From an optimization exercise on the open Yosys and OpenROAD flow, aimed at small area, a short achievable clock period and few clock cycles per item; shortcuts taken in it are not production practice.
The RTL was checked by simulation tests, not by an equivalence proof against the original design.
Power is estimated from default activity; no workload was simulated.

[run.sh]
#!/bin/bash
# synth_recipe.tcl (not shown) runs the flow's synth.tcl, then flattens the netlist and writes it again
# the make line also repeats each setting of config.mk as NAME=value (left out here)
make -C /OpenROAD-flow-scripts/flow DESIGN_CONFIG=/design/flow/config.mk WORK_HOME=/design/flow/orfs CLKGATE_MAP_FILE= SYNTH_SCRIPT=/design/flow/synth_recipe.tcl finish
[config.mk]
export PLATFORM = sky130hd
export DESIGN_NAME = deque_with_search
export DESIGN_NICKNAME = deque_with_search
export VERILOG_FILES = /design/flow/design.v
export SDC_FILE = /design/flow/constraint.sdc
export NUM_CORES = 4
export LEC_CHECK = 0
export CAP_MARGIN = 20
export CORE_MARGIN = 2
export CORE_UTILIZATION = 40
export SLEW_MARGIN = 20
[constraint.sdc]
create_clock -name core_clock -period 6.0 [get_ports {clock}]
set_input_delay 1.2000 -clock core_clock [delete_from_list [all_inputs] [get_ports {clock}]]
set_output_delay 1.2000 -clock core_clock [all_outputs]
set_load 0.01 [all_outputs]
[design.v]
`default_nettype none
package dqs_pkg;
   localparam int CAPACITY_DEF = 32;
   localparam int DATA_W   = 32;
   localparam int OPCODE_W = 3;
   localparam int STATUS_W = 2;
   localparam int POS_W    = 6;
   typedef enum logic [OPCODE_W-1:0] {
      OP_PUSH_FRONT = 3'd0,
      OP_PUSH_BACK  = 3'd1,
      OP_POP_FRONT  = 3'd2,
      OP_POP_BACK   = 3'd3,
      OP_DUMP       = 3'd4,
      OP_SEARCH     = 3'd5
   } opcode_type;
   typedef enum logic [STATUS_W-1:0] {
      STATUS_OK        = 2'd0,
      STATUS_UNDERFLOW = 2'd1,
      STATUS_FULL      = 2'd2,
      STATUS_NOT_FOUND = 2'd3
   } status_type;
   typedef enum logic [1:0] {
      ST_IDLE,
      ST_EXEC,
      ST_READ,
      ST_CHECK
   } state_type;
endpackage : dqs_pkg
`default_nettype wire
`default_nettype none
module dqs_store #(
   parameter int DEPTH  = dqs_pkg::CAPACITY_DEF,
   parameter int ADDR_W = $clog2(DEPTH)
) (
   input  wire logic                       clock,
   input  wire logic [DEPTH-1:0]           wr_sel,     
   input  wire logic [dqs_pkg::DATA_W-1:0] wr_data,
   input  wire logic [ADDR_W-1:0]          rd_addr,
   output logic      [dqs_pkg::DATA_W-1:0] rd_data,
   input  wire logic [dqs_pkg::DATA_W-1:0] key,
   input  wire logic [DEPTH-1:0]           valid,
   output logic      [DEPTH-1:0]           match
);
   logic [dqs_pkg::DATA_W-1:0] entry_mem [DEPTH];
   always_ff @(posedge clock) begin
      for (int i = 0; i < DEPTH; i++) begin
         if (wr_sel[i]) entry_mem[i] <= wr_data;
      end
   end
   assign rd_data = entry_mem[rd_addr];
   always_comb begin
      for (int i = 0; i < DEPTH; i++) begin
         match[i] = valid[i] && (entry_mem[i] == key);
      end
   end
endmodule
`default_nettype wire
`default_nettype none
module dqs_ctrl #(
   parameter int CAPACITY = dqs_pkg::CAPACITY_DEF,
   parameter int IDX_W    = $clog2(CAPACITY),
   parameter int CNT_W    = $clog2(CAPACITY + 1)
) (
   input  wire logic                          clock,
   input  wire logic                          reset,
   input  wire logic                          req_valid,
   output logic                               req_ready,
   input  wire logic [dqs_pkg::OPCODE_W-1:0]  req_opcode,
   input  wire logic [dqs_pkg::DATA_W-1:0]    req_value,
   output logic                               rsp_valid,
   input  wire logic                          rsp_ready,
   output logic      [dqs_pkg::STATUS_W-1:0]  rsp_status,
   output logic      [dqs_pkg::POS_W-1:0]     rsp_position,
   output logic      [dqs_pkg::DATA_W-1:0]    rsp_entry_data,
   output logic                               rsp_last,
   output logic      [CAPACITY-1:0]           mem_wr_sel,
   output logic      [dqs_pkg::DATA_W-1:0]    mem_wr_data,
   output logic      [IDX_W-1:0]              mem_rd_addr,
   input  wire logic [dqs_pkg::DATA_W-1:0]    mem_rd_data,
   output logic      [dqs_pkg::DATA_W-1:0]    mem_key,
   output logic      [CAPACITY-1:0]           mem_valid,
   input  wire logic [CAPACITY-1:0]           mem_match
);
   localparam int DW = dqs_pkg::DATA_W;
   localparam int PW = dqs_pkg::POS_W;
   localparam int SW = dqs_pkg::STATUS_W;
   logic              r_valid;
   logic [2:0]        r_op;
   logic [DW-1:0]     r_val;
   logic [IDX_W-1:0]  front, back;       
   logic [CNT_W-1:0]  count;
   logic              full, empty;
   logic              d_active;          
   logic [IDX_W-1:0]  rd_slot;           
   logic [CNT_W-1:0]  d_left;            
   logic              s_valid;
   logic              s_search;
   logic [SW-1:0]     s_status;
   logic [PW-1:0]     s_pos;             
   logic [DW-1:0]     s_data;            
   logic              s_last;
   logic              q0_valid, q1_valid;
   logic [SW-1:0]     q0_status, q1_status;
   logic [PW-1:0]     q0_pos, q1_pos;
   logic [DW-1:0]     q0_data, q1_data;
   logic              q0_last, q1_last;
   logic              ready_ff;
   logic              e_go;              
   logic              e_fire;            
   logic              r_done;            
   logic              is_pf, is_pb, is_popf, is_popb, is_dump, is_search;
   logic [CAPACITY-1:0] front_oh, back_oh, ge_front, lt_back;
   logic              d_last;
   always_comb begin
      for (int i = 0; i < CAPACITY; i++) begin
         front_oh[i] = (front == IDX_W'(i));
         back_oh[i]  = (back  == IDX_W'(i));
         ge_front[i] = (IDX_W'(i) >= front);
         lt_back[i]  = (IDX_W'(i) <  back);
      end
      if (full)              mem_valid = '1;
      else if (front <= back) mem_valid = ge_front & lt_back;
      else                   mem_valid = ge_front | lt_back;
   end
   assign is_pf     = (r_op == 3'd0);
   assign is_pb     = (r_op == 3'd1);
   assign is_popf   = (r_op == 3'd2);
   assign is_popb   = (r_op == 3'd3);
   assign is_dump   = (r_op == 3'd4);
   assign is_search = (r_op == 3'd5);
   assign e_go    = !s_valid || !q1_valid;
   assign e_fire  = r_valid && e_go;
   assign d_last  = (d_left == '0);
   assign r_done  = e_fire && (!is_dump || empty || d_last);
   assign mem_key     = r_val;
   assign mem_wr_data = r_val;
   assign mem_rd_addr = rd_slot;
   always_comb begin
      for (int i = 0; i < CAPACITY; i++) begin
         mem_wr_sel[i] = e_fire && !full &&
                         ((is_pf && front_oh[(i + 1) % CAPACITY]) || (is_pb && back_oh[i]));
      end
   end
   logic [IDX_W-1:0]  front_n, back_n;
   logic [CNT_W-1:0]  count_n;
   logic              inc, dec;
   always_comb begin
      inc     = e_fire && !full  && (is_pf || is_pb);
      dec     = e_fire && !empty && (is_popf || is_popb);
      front_n = front;
      back_n  = back;
      if (e_fire && !full && is_pf)   front_n = front - 1'b1;
      if (e_fire && !full && is_pb)   back_n  = back + 1'b1;
      if (e_fire && !empty && is_popf) front_n = front + 1'b1;
      if (e_fire && !empty && is_popb) back_n  = back - 1'b1;
      count_n = inc ? count + 1'b1 : (dec ? count - 1'b1 : count);
   end
   logic              s_load;
   logic              s_take;            
   assign s_take = s_valid && !q1_valid;
   assign s_load = e_fire && (!r_op[2] || !r_op[1]);    
   logic [SW-1:0]     b_status;
   logic [PW-1:0]     b_pos;
   logic [DW-1:0]     b_data;
   logic              b_last;
   logic [CAPACITY-1:0] s_ge, s_hi;
   logic [2*CAPACITY-1:0] s_vec;
   logic [IDX_W:0]    s_idx;
   logic              s_found;
   logic [IDX_W-1:0]  s_off;
   always_comb begin
      for (int i = 0; i < CAPACITY; i++) s_ge[i] = (IDX_W'(i) >= s_pos[IDX_W-1:0]);
      s_hi    = s_data & s_ge;
      s_vec   = {s_data, s_hi};
      s_found = |s_data;
      s_idx   = '0;
      for (int i = 2*CAPACITY-1; i >= 0; i--) begin
         if (s_vec[i]) s_idx = (IDX_W+1)'(i);
      end
      s_off   = s_idx[IDX_W-1:0] - s_pos[IDX_W-1:0];
      if (s_search) begin
         b_status = s_found ? dqs_pkg::STATUS_OK : dqs_pkg::STATUS_NOT_FOUND;
         b_pos    = s_found ? PW'(s_off) + 1'b1 : '0;
         b_data   = '0;
      end else begin
         b_status = s_status;
         b_pos    = '0;
         b_data   = s_data;
      end
      b_last = s_last;
   end
   logic q_pop;
   assign q_pop = q0_valid && rsp_ready;
   logic r_valid_n, q0_valid_n, q1_valid_n, s_valid_n, d_active_n;
   logic [CNT_W-1:0] d_left_n;
   logic [2:0] r_op_n;
   logic full_n, empty_n;
   always_comb begin
      if (req_valid && ready_ff) begin
         r_valid_n = 1'b1;
         r_op_n    = req_opcode;
      end else begin
         r_valid_n = r_valid && !r_done;
         r_op_n    = r_op;
      end
      s_valid_n = s_load || (s_valid && !s_take);
      q0_valid_n = (q0_valid && !q_pop) || q1_valid || s_take;
      q1_valid_n = (q0_valid && !q_pop) && (q1_valid || s_take);
      full_n  = (count_n == CNT_W'(CAPACITY));
      empty_n = (count_n == '0);
      d_active_n = d_active;
      d_left_n   = d_left;
      if (e_fire && is_dump && !empty) begin
         d_active_n = !d_last;
         d_left_n   = d_left - 1'b1;
      end
      if (!d_active_n) d_left_n = count_n - 1'b1;
   end
   always_ff @(posedge clock) begin
      if (reset) begin
         r_valid  <= 1'b0;
         s_valid  <= 1'b0;
         q0_valid <= 1'b0;
         q1_valid <= 1'b0;
         front    <= '0;
         back     <= '0;
         count    <= '0;
         full     <= 1'b0;
         empty    <= 1'b1;
         d_active <= 1'b0;
         d_left   <= '1;
         rd_slot  <= '0;
         ready_ff <= 1'b1;
      end else begin
         r_valid  <= r_valid_n;
         s_valid  <= s_valid_n;
         q0_valid <= q0_valid_n;
         q1_valid <= q1_valid_n;
         front    <= front_n;
         back     <= back_n;
         count    <= count_n;
         full     <= full_n;
         empty    <= empty_n;
         d_active <= d_active_n;
         d_left   <= d_left_n;
         if (!d_active_n)  rd_slot <= front_n;
         else if (e_fire)  rd_slot <= rd_slot + 1'b1;
         ready_ff <= !r_valid_n ||
                     ((!s_valid_n || !q1_valid_n) &&
                      (r_op_n != 3'd4 || empty_n || (d_left_n == '0)));
      end
   end
   always_ff @(posedge clock) begin
      if (req_valid && ready_ff) begin
         r_op  <= req_opcode;
         r_val <= req_value;
      end
      if (s_load) begin
         s_search <= is_search && !empty;
         s_status <= (is_pf || is_pb) ? (full ? dqs_pkg::STATUS_FULL : dqs_pkg::STATUS_OK)
                                      : (empty ? dqs_pkg::STATUS_UNDERFLOW : dqs_pkg::STATUS_OK);
         s_pos    <= PW'(front);
         s_data   <= is_search ? mem_match : ((is_dump && !empty) ? mem_rd_data : '0);
         s_last   <= !(is_dump && !empty) || d_last;
      end
      if (!q0_valid || q_pop) begin
         if (q1_valid) begin
            q0_status <= q1_status; q0_pos <= q1_pos; q0_data <= q1_data; q0_last <= q1_last;
         end else if (s_take) begin
            q0_status <= b_status; q0_pos <= b_pos; q0_data <= b_data; q0_last <= b_last;
         end
      end
      if (s_take && (q1_valid || (q0_valid && !q_pop))) begin
         q1_status <= b_status; q1_pos <= b_pos; q1_data <= b_data; q1_last <= b_last;
      end
   end
   assign req_ready      = ready_ff;
   assign rsp_valid      = q0_valid;
   assign rsp_status     = q0_status;
   assign rsp_position   = q0_pos;
   assign rsp_entry_data = q0_data;
   assign rsp_last       = q0_last;
endmodule
`default_nettype wire
`default_nettype none
module deque_with_search #(
   parameter int CAPACITY = dqs_pkg::CAPACITY_DEF
) (
   input  wire logic                                clock,
   input  wire logic                                reset,
   input  wire logic                                req_valid,
   output logic                                     req_ready,
   input  wire logic        [dqs_pkg::OPCODE_W-1:0] req_opcode,
   input  wire logic signed [dqs_pkg::DATA_W-1:0]   req_value,
   output logic                                     rsp_valid,
   input  wire logic                                rsp_ready,
   output logic             [dqs_pkg::STATUS_W-1:0] rsp_status,
   output logic             [dqs_pkg::POS_W-1:0]    rsp_position,
   output logic signed      [dqs_pkg::DATA_W-1:0]   rsp_entry_data,
   output logic                                     rsp_last
);
   localparam int IDX_W = $clog2(CAPACITY);
   localparam int CNT_W = $clog2(CAPACITY + 1);
   logic [CAPACITY-1:0]        mem_wr_sel;
   logic [dqs_pkg::DATA_W-1:0] mem_wr_data;
   logic [IDX_W-1:0]           mem_rd_addr;
   logic [dqs_pkg::DATA_W-1:0] mem_rd_data;
   logic [dqs_pkg::DATA_W-1:0] mem_key;
   logic [CAPACITY-1:0]        mem_valid;
   logic [CAPACITY-1:0]        mem_match;
   logic [dqs_pkg::DATA_W-1:0] entry_data;
   dqs_ctrl #(
      .CAPACITY (CAPACITY),
      .IDX_W    (IDX_W),
      .CNT_W    (CNT_W)
   ) u_ctrl (
      .clock          (clock),
      .reset          (reset),
      .req_valid      (req_valid),
      .req_ready      (req_ready),
      .req_opcode     (req_opcode),
      .req_value      (req_value),
      .rsp_valid      (rsp_valid),
      .rsp_ready      (rsp_ready),
      .rsp_status     (rsp_status),
      .rsp_position   (rsp_position),
      .rsp_entry_data (entry_data),
      .rsp_last       (rsp_last),
      .mem_wr_sel     (mem_wr_sel),
      .mem_wr_data    (mem_wr_data),
      .mem_rd_addr    (mem_rd_addr),
      .mem_rd_data    (mem_rd_data),
      .mem_key        (mem_key),
      .mem_valid      (mem_valid),
      .mem_match      (mem_match)
   );
   dqs_store #(
      .DEPTH  (CAPACITY),
      .ADDR_W (IDX_W)
   ) u_store (
      .clock   (clock),
      .wr_sel  (mem_wr_sel),
      .wr_data (mem_wr_data),
      .rd_addr (mem_rd_addr),
      .rd_data (mem_rd_data),
      .key     (mem_key),
      .valid   (mem_valid),
      .match   (mem_match)
   );
   assign rsp_entry_data = $signed(entry_data);
endmodule
`default_nettype wire
==> flow_summary.ini, run 1 <==
[status]
status = finished clean

[routing]
num_vias = 47100
drc = 0
ant_nets = 0
drt-wirelength-per-cell_um = 48.8
via_per_inst = 7.04
drt-initial-drc-count = 9859
wl_um = 327000
dr.pass1.iters = 10

[floorplanning]
core.rowCount = 141
ios = 82
initial_utilization = 0.401
core-area_um2 = 147000
die_w_um = 388
die-height_um = 388
dieArea_um2 = 151000

[global_routing]
antenna_found_initial = 30
grt_first_pass_wirelength_um = 423000
grt.total_usage = 0.425
grt_max_degree = 65
top_usage_layer = met2
grt_util_met2 = 0.584
met3_usage = 0.192
overflow = 0
use_met1 = 0.523
first_global_vias = 42600

[cells_and_area]
mostFrequentLayoutCells = 1,179 x edfxtp_1, 727 x xor2_1, 322 x xnor2_1
nets = 4706
syn_to_final_growth_pct = 16.1
finalNonFillerCells = 6689
final_common_cell = edfxtp_1
drive_gt1_frac = 0.119

[critical_path]
cp_slowest_cell = a222oi_1
startpoint_type = flop
cp_top_family = compound AO/OA/AOI/OAI gates
crit_path_cell_trace = nand2b_1, nor2_4, buf_4, a222oi_1, nand4_1, a2111oi_0, o22ai_1
crit_required_ps = 6490
r2r_end = u_ctrl.s_data[31]$_DFFE_PP_
reg2reg_depth = 7
cpPeakStageDelay_ps = 1200
cp_max_fo = 32
critPathCaptureType = flop
regToRegStartpoint = u_ctrl.rd_slot[4]$_SDFFE_PP0P_
reg2reg_slack_ps = 850
crit_arrival_ps = 5640
critical_path_buf_inv_count = 1
path_class = flop to flop

[logic_synthesis]
seq_area_frac_synth = 0.612
syn_area_um2 = 59100
yosys_warnings = 3
synth_edf_count = 1179
synthArstFlopShare = 0
netlist_instances = 4460
synth_nets = 4534
synth_area_leaders = edfxtp_1 60%, xor2_1 11%, xnor2_1 4.8%
ys_ff_latch = 1217
yosysTopAreaCell = edfxtp_1
synth.distinct_cells = 87
yosys_most_used_dff = edfxtp_1
synth_top_area_frac = 0.599
synth_area_per_cell_um2 = 13.2

[power_and_ir_drop]
power_density_nw_per_um2 = 305
pwr-share-seq = 0.462
p_leak_nw = 22.0
clock_power_share = 0.418
p_int_mw = 15.1
comb_power_share = 0.119
swShare = 0.278
ir_drop_mv = 0.267
switchingPower_mw = 5.82

[place]
gp_congestion = 1.16
numPortBuffers = 81
dp_cells = 6413
dpl.hpwl_um = 239000
dp_slack_ps = 1230

[clock_network]
cts_setup_buffers = 0
htree_levels = 4
cts_buffer_depth = 3
clk_latency_ps = 850
clk_pin_slew_ps = 60
holdBufCountCts = 0
cts_resized = 0
cts_buffers = 141
cts_root_buf = clkbuf_16
cts_tree = done
cts_sinks = 1217

[sta]
slew_headroom = 0.0691
finalCritPeriodShare = 0.858
period_minus_slack_ps = 5150
finalHoldViolCount = 0
rsz0062_at_grt = no
setup_ws_ps = 850
finalSetupViolCount = 0
fin_setup_tns_ps = 0
drv_slew = 0
max_freq_mhz = 194
worst_pin_slew_ps = 1390
fin_worst_skew_ps = 43.1

[flow_run]
max-cap-violations = 0

[min_path]
hold_depth = 0
hp-class = flop to flop
min_from = u_ctrl.s_last$_DFFE_PP_
holdPathEnd = u_ctrl.q1_last$_DFFE_PP_
## routing by layer
metal | vias to the layer above | part of all wire
met3 | 1121 | 0.15
met2 | 4574 | 0.40
met5 | - | 0.00050
met1 | 23800 | 0.35
li1 | 17600 | -
met4 | 26 | 0.096
## power groups by stage
stage / logic [mW] / clock network [mW] / registers, mW
4_1_cts: 2.37 / 8.71 / 9.65
6_report: 2.50 / 8.74 / 9.66
5_1_grt: 2.52 / 9.06 / 9.66
3_3_place_gp: 2.37 / 0 / 9.83
2_1_floorplan: 1.25 / 0 / 9.78
3_5_place_dp: 2.36 / 0 / 9.83
## how the worst max path moves through the flow
stage,endpoint,from,cells past startpoint
final,u_ctrl.s_data[31]$_DFFE_PP_,u_ctrl.rd_slot[4]$_SDFFE_PP0P_,7
after global routing,u_ctrl.q0_pos[5]$_DFFE_PP_,u_ctrl.s_pos[4]$_DFFE_PP_,15
after CTS,u_ctrl.s_data[31]$_DFFE_PP_,u_ctrl.rd_slot[4]$_SDFFE_PP0P_,7
after detailed placement,u_ctrl.s_data[31]$_DFFE_PP_,u_ctrl.rd_slot[4]$_SDFFE_PP0P_,7
after global placement,u_ctrl.s_data[5]$_DFFE_PP_,u_ctrl.rd_slot[3]$_SDFFE_PP0P_,10
after floorplan,u_ctrl.q1_data[0]$_DFFE_PP_,rsp_ready,2
## sequential cells by signal, indices dropped and copies added (netlist names), 2 cells and up
name / cells
u_ctrl.back: 5
u_ctrl.count: 6
u_ctrl.d_left: 6
u_ctrl.front: 5
u_ctrl.q0_data: 32
u_ctrl.q0_pos: 6
u_ctrl.q0_status: 2
u_ctrl.q1_data: 32
u_ctrl.q1_pos: 6
u_ctrl.q1_status: 2
u_ctrl.r_op: 3
u_ctrl.r_val: 32
u_ctrl.rd_slot: 5
u_ctrl.s_data: 32
u_ctrl.s_pos: 5
u_ctrl.s_status: 2
u_store.entry_mem: 1024
## final cells by class
type	count	area, um^2
Multi-Input combinational cell	2902	22300
Timing Repair Buffer	329	2990
Inverter	41	154
Sequential cell	1217	36200
Clock inverter	74	781
Tap cell	1930	2410
Fill cell	13200	78600
Antenna cell	14	35.0
Clock buffer	182	3740
## cell families (layout without fill, tap and decap cells)
| logic type | count (synthesis) | count (layout) | synth area share |
|---|---|---|---|
| other | 0 | 14 | 0 |
| buffers and inverters | 341 | 626 | 0.0221 |
| multiplexers | 66 | 66 | 0.0118 |
| AND/OR/NAND/NOR | 919 | 919 | 0.0840 |
| adder cells (fa/ha/maj) | 49 | 49 | 0.00991 |
| AO/OA/AOI/OAI | 817 | 817 | 0.104 |
| flip-flops | 1217 | 1217 | 0.612 |
| XOR/XNOR | 1051 | 1051 | 0.156 |
## cell usage after synthesis, types with 23 or more instances
cell and number:
nor2b_1 28, a21oi_1 116, o21ai_0 70, a22o_1 113
inv_1 38, xor2_1 727, nand2_1 110, a221oi_1 118
nor2_1 182, nand3_1 61, edfxtp_1 1179, buf_1 82
nor3_1 57, nand4_1 197, a222oi_1 61, o22ai_1 47
mux2i_1 36, o31ai_1 23, xnor2_1 323, nor4_1 196
clkbuf_1 204, ha_1 34, mux2_2 30, a22oi_1 130
dfxtp_1 38
## stage by stage
step	utilization	hold slack, ps	power, mW	cell area, um^2
finish	0.466	469	20.9	68600
global route	0.466	479	21.3	68500
CTS	0.465	475	20.7	68400
detailed placement	0.434	460	12.2	63900
global placement	0.434	441	12.2	63900
floorplan	-	422	11.0	59100
## worst reg2reg max path, delay by kind of cell (launching register included)
kind,cells,cell delay (ps)
compound gates,3,2580
buf+inv,1,370
flops,1,650
simple gates,3,1210
Testbench counts, summed over its fixed seeds: cycles 10,548, requests 5,600.
==> run 2, diff against run 1 <==
--- a/design.v
+++ b/design.v
@@ -84,19 +84,17 @@
    localparam int DW = dqs_pkg::DATA_W;
    localparam int PW = dqs_pkg::POS_W;
    localparam int SW = dqs_pkg::STATUS_W;
-   logic              r_valid;
-   logic [2:0]        r_op;
-   logic [DW-1:0]     r_val;
    logic [IDX_W-1:0]  front, back;       
    logic [CNT_W-1:0]  count;
    logic              full, empty;
    logic              d_active;          
    logic [IDX_W-1:0]  rd_slot;           
    logic [CNT_W-1:0]  d_left;            
+   logic              ready_ff;
    logic              s_valid;
    logic              s_search;
    logic [SW-1:0]     s_status;
-   logic [PW-1:0]     s_pos;             
+   logic [IDX_W-1:0]  s_front;           
    logic [DW-1:0]     s_data;            
    logic              s_last;
    logic              q0_valid, q1_valid;
@@ -104,10 +102,10 @@
    logic [PW-1:0]     q0_pos, q1_pos;
    logic [DW-1:0]     q0_data, q1_data;
    logic              q0_last, q1_last;
-   logic              ready_ff;
    logic              e_go;              
-   logic              e_fire;            
-   logic              r_done;            
+   logic              take;              
+   logic              beat_dump;         
+   logic              s_load;
    logic              is_pf, is_pb, is_popf, is_popb, is_dump, is_search;
    logic [CAPACITY-1:0] front_oh, back_oh, ge_front, lt_back;
    logic              d_last;
@@ -118,58 +116,65 @@
          ge_front[i] = (IDX_W'(i) >= front);
          lt_back[i]  = (IDX_W'(i) <  back);
       end
-      if (full)              mem_valid = '1;
+      if (full)               mem_valid = '1;
       else if (front <= back) mem_valid = ge_front & lt_back;
-      else                   mem_valid = ge_front | lt_back;
+      else                    mem_valid = ge_front | lt_back;
    end
-   assign is_pf     = (r_op == 3'd0);
-   assign is_pb     = (r_op == 3'd1);
-   assign is_popf   = (r_op == 3'd2);
-   assign is_popb   = (r_op == 3'd3);
-   assign is_dump   = (r_op == 3'd4);
-   assign is_search = (r_op == 3'd5);
-   assign e_go    = !s_valid || !q1_valid;
-   assign e_fire  = r_valid && e_go;
-   assign d_last  = (d_left == '0);
-   assign r_done  = e_fire && (!is_dump || empty || d_last);
-   assign mem_key     = r_val;
-   assign mem_wr_data = r_val;
+   assign take      = req_valid && ready_ff;
+   assign is_pf     = take && (req_opcode == 3'd0);
+   assign is_pb     = take && (req_opcode == 3'd1);
+   assign is_popf   = take && (req_opcode == 3'd2);
+   assign is_popb   = take && (req_opcode == 3'd3);
+   assign is_dump   = take && (req_opcode == 3'd4);
+   assign is_search = take && (req_opcode == 3'd5);
+   assign e_go      = !s_valid || !q1_valid;
+   assign d_last    = (d_left == '0);
+   assign beat_dump = (is_dump && !empty) || (d_active && e_go);
+   assign s_load    = (take && !(req_opcode[2] && req_opcode[1])) || (d_active && e_go);
+   assign mem_key     = req_value;
+   assign mem_wr_data = req_value;
    assign mem_rd_addr = rd_slot;
    always_comb begin
       for (int i = 0; i < CAPACITY; i++) begin
-         mem_wr_sel[i] = e_fire && !full &&
-                         ((is_pf && front_oh[(i + 1) % CAPACITY]) || (is_pb && back_oh[i]));
+         mem_wr_sel[i] = !full && ((is_pf && front_oh[(i + 1) % CAPACITY]) || (is_pb && back_oh[i]));
       end
    end
    logic [IDX_W-1:0]  front_n, back_n;
    logic [CNT_W-1:0]  count_n;
    logic              inc, dec;
+   logic              d_active_n;
+   logic [CNT_W-1:0]  d_left_n;
    always_comb begin
-      inc     = e_fire && !full  && (is_pf || is_pb);
-      dec     = e_fire && !empty && (is_popf || is_popb);
+      inc     = !full  && (is_pf || is_pb);
+      dec     = !empty && (is_popf || is_popb);
       front_n = front;
       back_n  = back;
-      if (e_fire && !full && is_pf)   front_n = front - 1'b1;
-      if (e_fire && !full && is_pb)   back_n  = back + 1'b1;
-      if (e_fire && !empty && is_popf) front_n = front + 1'b1;
-      if (e_fire && !empty && is_popb) back_n  = back - 1'b1;
+      if (!full && is_pf)    front_n = front - 1'b1;
+      if (!full && is_pb)    back_n  = back + 1'b1;
+      if (!empty && is_popf) front_n = front + 1'b1;
+      if (!empty && is_popb) back_n  = back - 1'b1;
       count_n = inc ? count + 1'b1 : (dec ? count - 1'b1 : count);
+      d_active_n = d_active;
+      d_left_n   = d_left;
+      if (beat_dump) begin
+         d_active_n = !d_last;
+         d_left_n   = d_left - 1'b1;
+      end
+      if (!d_active_n) d_left_n = count_n - 1'b1;
    end
-   logic              s_load;
    logic              s_take;            
-   assign s_take = s_valid && !q1_valid;
-   assign s_load = e_fire && (!r_op[2] || !r_op[1]);    
    logic [SW-1:0]     b_status;
    logic [PW-1:0]     b_pos;
    logic [DW-1:0]     b_data;
    logic              b_last;
-   logic [CAPACITY-1:0] s_ge, s_hi;
+   logic [CAPACITY-1:0]   s_ge, s_hi;
    logic [2*CAPACITY-1:0] s_vec;
    logic [IDX_W:0]    s_idx;
    logic              s_found;
    logic [IDX_W-1:0]  s_off;
+   assign s_take = s_valid && !q1_valid;
    always_comb begin
-      for (int i = 0; i < CAPACITY; i++) s_ge[i] = (IDX_W'(i) >= s_pos[IDX_W-1:0]);
+      for (int i = 0; i < CAPACITY; i++) s_ge[i] = (IDX_W'(i) >= s_front);
       s_hi    = s_data & s_ge;
       s_vec   = {s_data, s_hi};
       s_found = |s_data;
@@ -177,7 +182,7 @@
       for (int i = 2*CAPACITY-1; i >= 0; i--) begin
          if (s_vec[i]) s_idx = (IDX_W+1)'(i);
       end
-      s_off   = s_idx[IDX_W-1:0] - s_pos[IDX_W-1:0];
+      s_off   = s_idx[IDX_W-1:0] - s_front;
       if (s_search) begin
          b_status = s_found ? dqs_pkg::STATUS_OK : dqs_pkg::STATUS_NOT_FOUND;
          b_pos    = s_found ? PW'(s_off) + 1'b1 : '0;
@@ -190,35 +195,15 @@
       b_last = s_last;
    end
    logic q_pop;
+   logic s_valid_n, q0_valid_n, q1_valid_n;
    assign q_pop = q0_valid && rsp_ready;
-   logic r_valid_n, q0_valid_n, q1_valid_n, s_valid_n, d_active_n;
-   logic [CNT_W-1:0] d_left_n;
-   logic [2:0] r_op_n;
-   logic full_n, empty_n;
    always_comb begin
-      if (req_valid && ready_ff) begin
-         r_valid_n = 1'b1;
-         r_op_n    = req_opcode;
-      end else begin
-         r_valid_n = r_valid && !r_done;
-         r_op_n    = r_op;
-      end
-      s_valid_n = s_load || (s_valid && !s_take);
+      s_valid_n  = s_load || (s_valid && !s_take);
       q0_valid_n = (q0_valid && !q_pop) || q1_valid || s_take;
       q1_valid_n = (q0_valid && !q_pop) && (q1_valid || s_take);
-      full_n  = (count_n == CNT_W'(CAPACITY));
-      empty_n = (count_n == '0);
-      d_active_n = d_active;
-      d_left_n   = d_left;
-      if (e_fire && is_dump && !empty) begin
-         d_active_n = !d_last;
-         d_left_n   = d_left - 1'b1;
-      end
-      if (!d_active_n) d_left_n = count_n - 1'b1;
    end
    always_ff @(posedge clock) begin
       if (reset) begin
-         r_valid  <= 1'b0;
          s_valid  <= 1'b0;
          q0_valid <= 1'b0;
          q1_valid <= 1'b0;
@@ -232,36 +217,30 @@
          rd_slot  <= '0;
          ready_ff <= 1'b1;
       end else begin
-         r_valid  <= r_valid_n;
          s_valid  <= s_valid_n;
          q0_valid <= q0_valid_n;
          q1_valid <= q1_valid_n;
          front    <= front_n;
          back     <= back_n;
          count    <= count_n;
-         full     <= full_n;
-         empty    <= empty_n;
+         full     <= (count_n == CNT_W'(CAPACITY));
+         empty    <= (count_n == '0);
          d_active <= d_active_n;
          d_left   <= d_left_n;
-         if (!d_active_n)  rd_slot <= front_n;
-         else if (e_fire)  rd_slot <= rd_slot + 1'b1;
-         ready_ff <= !r_valid_n ||
-                     ((!s_valid_n || !q1_valid_n) &&
-                      (r_op_n != 3'd4 || empty_n || (d_left_n == '0)));
+         if (!d_active_n)    rd_slot <= front_n;
+         else if (beat_dump) rd_slot <= rd_slot + 1'b1;
+         ready_ff <= !d_active_n && (!s_valid_n || !q1_valid_n);
       end
    end
    always_ff @(posedge clock) begin
-      if (req_valid && ready_ff) begin
-         r_op  <= req_opcode;
-         r_val <= req_value;
-      end
       if (s_load) begin
          s_search <= is_search && !empty;
          s_status <= (is_pf || is_pb) ? (full ? dqs_pkg::STATUS_FULL : dqs_pkg::STATUS_OK)
-                                      : (empty ? dqs_pkg::STATUS_UNDERFLOW : dqs_pkg::STATUS_OK);
-         s_pos    <= PW'(front);
-         s_data   <= is_search ? mem_match : ((is_dump && !empty) ? mem_rd_data : '0);
-         s_last   <= !(is_dump && !empty) || d_last;
+                                      : (empty && !d_active ? dqs_pkg::STATUS_UNDERFLOW
+                                                            : dqs_pkg::STATUS_OK);
+         s_front  <= front;
+         s_data   <= is_search ? mem_match : (beat_dump ? mem_rd_data : '0);
+         s_last   <= !beat_dump || d_last;
       end
       if (!q0_valid || q_pop) begin
          if (q1_valid) begin
@@ -270,7 +249,7 @@
             q0_status <= b_status; q0_pos <= b_pos; q0_data <= b_data; q0_last <= b_last;
          end
       end
-      if (s_take && (q1_valid || (q0_valid && !q_pop))) begin
+      if (s_take && q0_valid && !q_pop) begin
          q1_status <= b_status; q1_pos <= b_pos; q1_data <= b_data; q1_last <= b_last;
       end
    end
==> flow_summary.ini, run 2 <==
[flow_run]
max-cap-violations = 0

[logic_synthesis]
synthArstFlopShare = 0
post-synth-top-count-cell = edfxtp_1
synth_simple_gate_area_share = 0.0892
synth_nets = 4504
synthXorXnorAreaFrac = 0.156
seq_area_frac_synth = 0.602
synth_top_family_by_area = XOR/XNOR gates
synth-compound-area-share = 0.108
synth_edf_count = 1147
synth_top_area_frac = 0.591
yosysTopAreaCell = edfxtp_1
synth_fa_ha_area_frac = 0.0116
ys_ff_latch = 1181
synth.distinct_cells = 85
yosys_most_used_dff = edfxtp_1
synth_area_leaders = edfxtp_1 59%, xor2_1 13%, xnor2_1 3.0%
yosys-mux-area-fraction = 0.00777
yosys_warnings = 3
synth_area_per_cell_um2 = 13.2
netlist_instances = 4433
syn_area_um2 = 58300
synth_common_cells = 1,147 x edfxtp_1, 840 x xor2_1, 260 x nor4_1, 201 x xnor2_1, 181 x a221oi_1

[clock_network]
cts_resized = 0
cts_buffer_depth = 3
cts_root_buf = clkbuf_16
clk_latency_ps = 820
cts_setup_buffers = 0
holdBufCountCts = 0
cts_sinks = 1181
htree_levels = 4
cts_tree = done
clk_pin_slew_ps = 60
cts_buffers = 138

[cells_and_area]
nets = 4695
mostFrequentLayoutCells = 1,147 x edfxtp_1, 836 x xor2_1, 282 x buf_4
fin_area_um2 = 68000
final_common_cell = edfxtp_1
syn_to_final_growth_pct = 16.6
finalNonFillerCells = 6676
finalCoreUtilization = 0.468
largest_register = u_store.entry_mem
drive_gt1_frac = 0.139
largest_register_ffs = 1024

[sta]
fin_setup_tns_ps = 0
slew_headroom = 0.0548
worst_pin_slew_ps = 1410
finalCritPeriodShare = 0.872
period_minus_slack_ps = 5230
drv_slew = 0
hold_ws_ps = 465
rsz0062_at_grt = no
max_freq_mhz = 191
finalHoldViolCount = 0
fin_worst_skew_ps = 44.7
finalSetupViolCount = 0
setup_ws_ps = 768

[global_routing]
grt_max_degree = 57
grt_first_pass_wirelength_um = 443000
grt.total_usage = 0.460
overflow = 0
antenna_found_initial = 36
first_global_vias = 43100

[place]
dp_slack_ps = 807
gp_congestion = 1.14
dpl.hpwl_um = 256000
dp_cells = 6390
numPortBuffers = 81
placed_cell_area_um2 = 63300

[floorplanning]
core.rowCount = 140
ios = 82
die_w_um = 386
core-area_um2 = 145000
dieArea_um2 = 149000
initial_utilization = 0.402
die-height_um = 386

[routing]
num_vias = 48000
drt-wirelength-per-cell_um = 52.0
via_per_inst = 7.19
ant_nets = 0
wl_um = 347000
dr.pass1.iters = 9
drt-initial-drc-count = 10000
drc = 0

[critical_path]
cp_top_family = simple AND/OR/NAND/NOR gates
startpoint_type = flop
critPathCaptureType = flop
path_class = flop to flop
critical_path_buf_inv_count = 2
crit_required_ps = 6470
cp_slowest_cell = nor3_1
cpPeakStageDelay_ps = 1120
cp_max_fo = 14
crit_path_cell_trace = ha_1, and3_1, ha_1, buf_4, a222oi_1, buf_4, nand3_1, nor3_1, nand3b_1, o211ai_1, o21ai_0
crit_arrival_ps = 5700

[power_and_ir_drop]
ir_drop_mv = 0.262
power_density_nw_per_um2 = 295
p_total_mw = 20.1
p_leak_nw = 22.4

[min_path]
hp-class = flop to flop

[status]
status = finished clean
==> run 2: cell count changes in the layout (fill, tap and decap cells not counted), moves of 44 or more <==
cell,delta
xor2_1,+109
buf_4,+65
a221oi_1,+60
o21ai_0,+44
xnor2_1,-122
nor4_1,+60
a21oi_1,-55
a22o_1,+51
==> run 2: path summary, 6_finish.rpt <==
check	start	endpoint	slack, ps	depth (start not counted)
min	u_ctrl.s_last$_DFFE_PP_	u_ctrl.q1_last$_DFFE_PP_	460	0
max reg2reg	u_ctrl.rd_slot[0]$_SDFFE_PP0P_	u_ctrl.s_data[24]$_DFFE_PP_	770	11
min reg2reg	u_ctrl.s_last$_DFFE_PP_	u_ctrl.q1_last$_DFFE_PP_	460	0
max	u_ctrl.rd_slot[0]$_SDFFE_PP0P_	u_ctrl.s_data[24]$_DFFE_PP_	770	11
==> run 2: report_power, final <==
group,switching (mW),leakage (nW),internal (mW)
sequential,0.104,10.7,9.12
combinational,1.58,9.58,0.607
clock,3.75,2.18,4.90
==> run 2: layout make-up <==
type                       instances  area, um^2
fill                           12900       77200
clock buffer                     169        3630
multi-input combinational       2890       22500
clock inverter                    84         872
antenna                           22        55.1
timing repair buffer             369        3270
tap                             1917        2400
inverter                          44         165
sequential                      1181       35100
==> run 2: metal layers <==
metal	vias to the layer above	GRT usage	share of wire
li1	17600	-	-
met1	24300	0.555	0.35
met2	4852	0.637	0.40
met3	1261	0.196	0.15
met4	30	0.370	0.10
met5	-	0	0.00090
==> run 2: cells by family (layout without fill, tap and decap cells) <==
kind of cell | count (synthesis) | after routing
AO/OA/AOI/OAI | 824 | 824
XOR/XNOR | 1041 | 1041
adder cells (fa/ha/maj) | 59 | 59
buffers and inverters | 362 | 666
flip-flops | 1181 | 1181
multiplexers | 41 | 41
other | 0 | 22
AND/OR/NAND/NOR | 925 | 925
==> run 2: worst register-to-register path, delay by kind of cell (launching register included) <==
family / cells / cell delay [ps]
DFF: 1 / 370
buffers and inverters: 2 / 660
adders and majority gates: 2 / 960
and+or+nand+nor: 4 / 1880
AOI/OAI and AO/OA: 3 / 1030
Testbench counts of run 2, summed over its fixed seeds: cycles 10,540, requests 5,600.

## separate check: timing with driven ports
No port has a modelled driver above. Below, the same layouts with a new extraction and two added sets of constraints. Step 1, drivers: a clkbuf_16 drives clock and a buf_2 each remaining input, both assumed. Step 2 also shifts input and output timing later by t, the mid clock arrival at the registers, as if the neighbouring blocks saw the same clock. a / b / c = no drivers / after step 1 / after step 2; a / b = the first two.
run | shift t [ns] | setup slack, ns | latest minus earliest clock arrival (ns)
run 1 | 0.913 | 0.850 / 0.850 / 0.850 | 0.044 / 0.043
run 2 | 0.883 | 0.768 / 0.768 / 0.447 | 0.047 / 0.047
After both steps setup and hold are still met in every run listed. The setup slack of run 2, which loses most, moves by 0.000 ns with the drivers and by -0.321 ns with both steps.
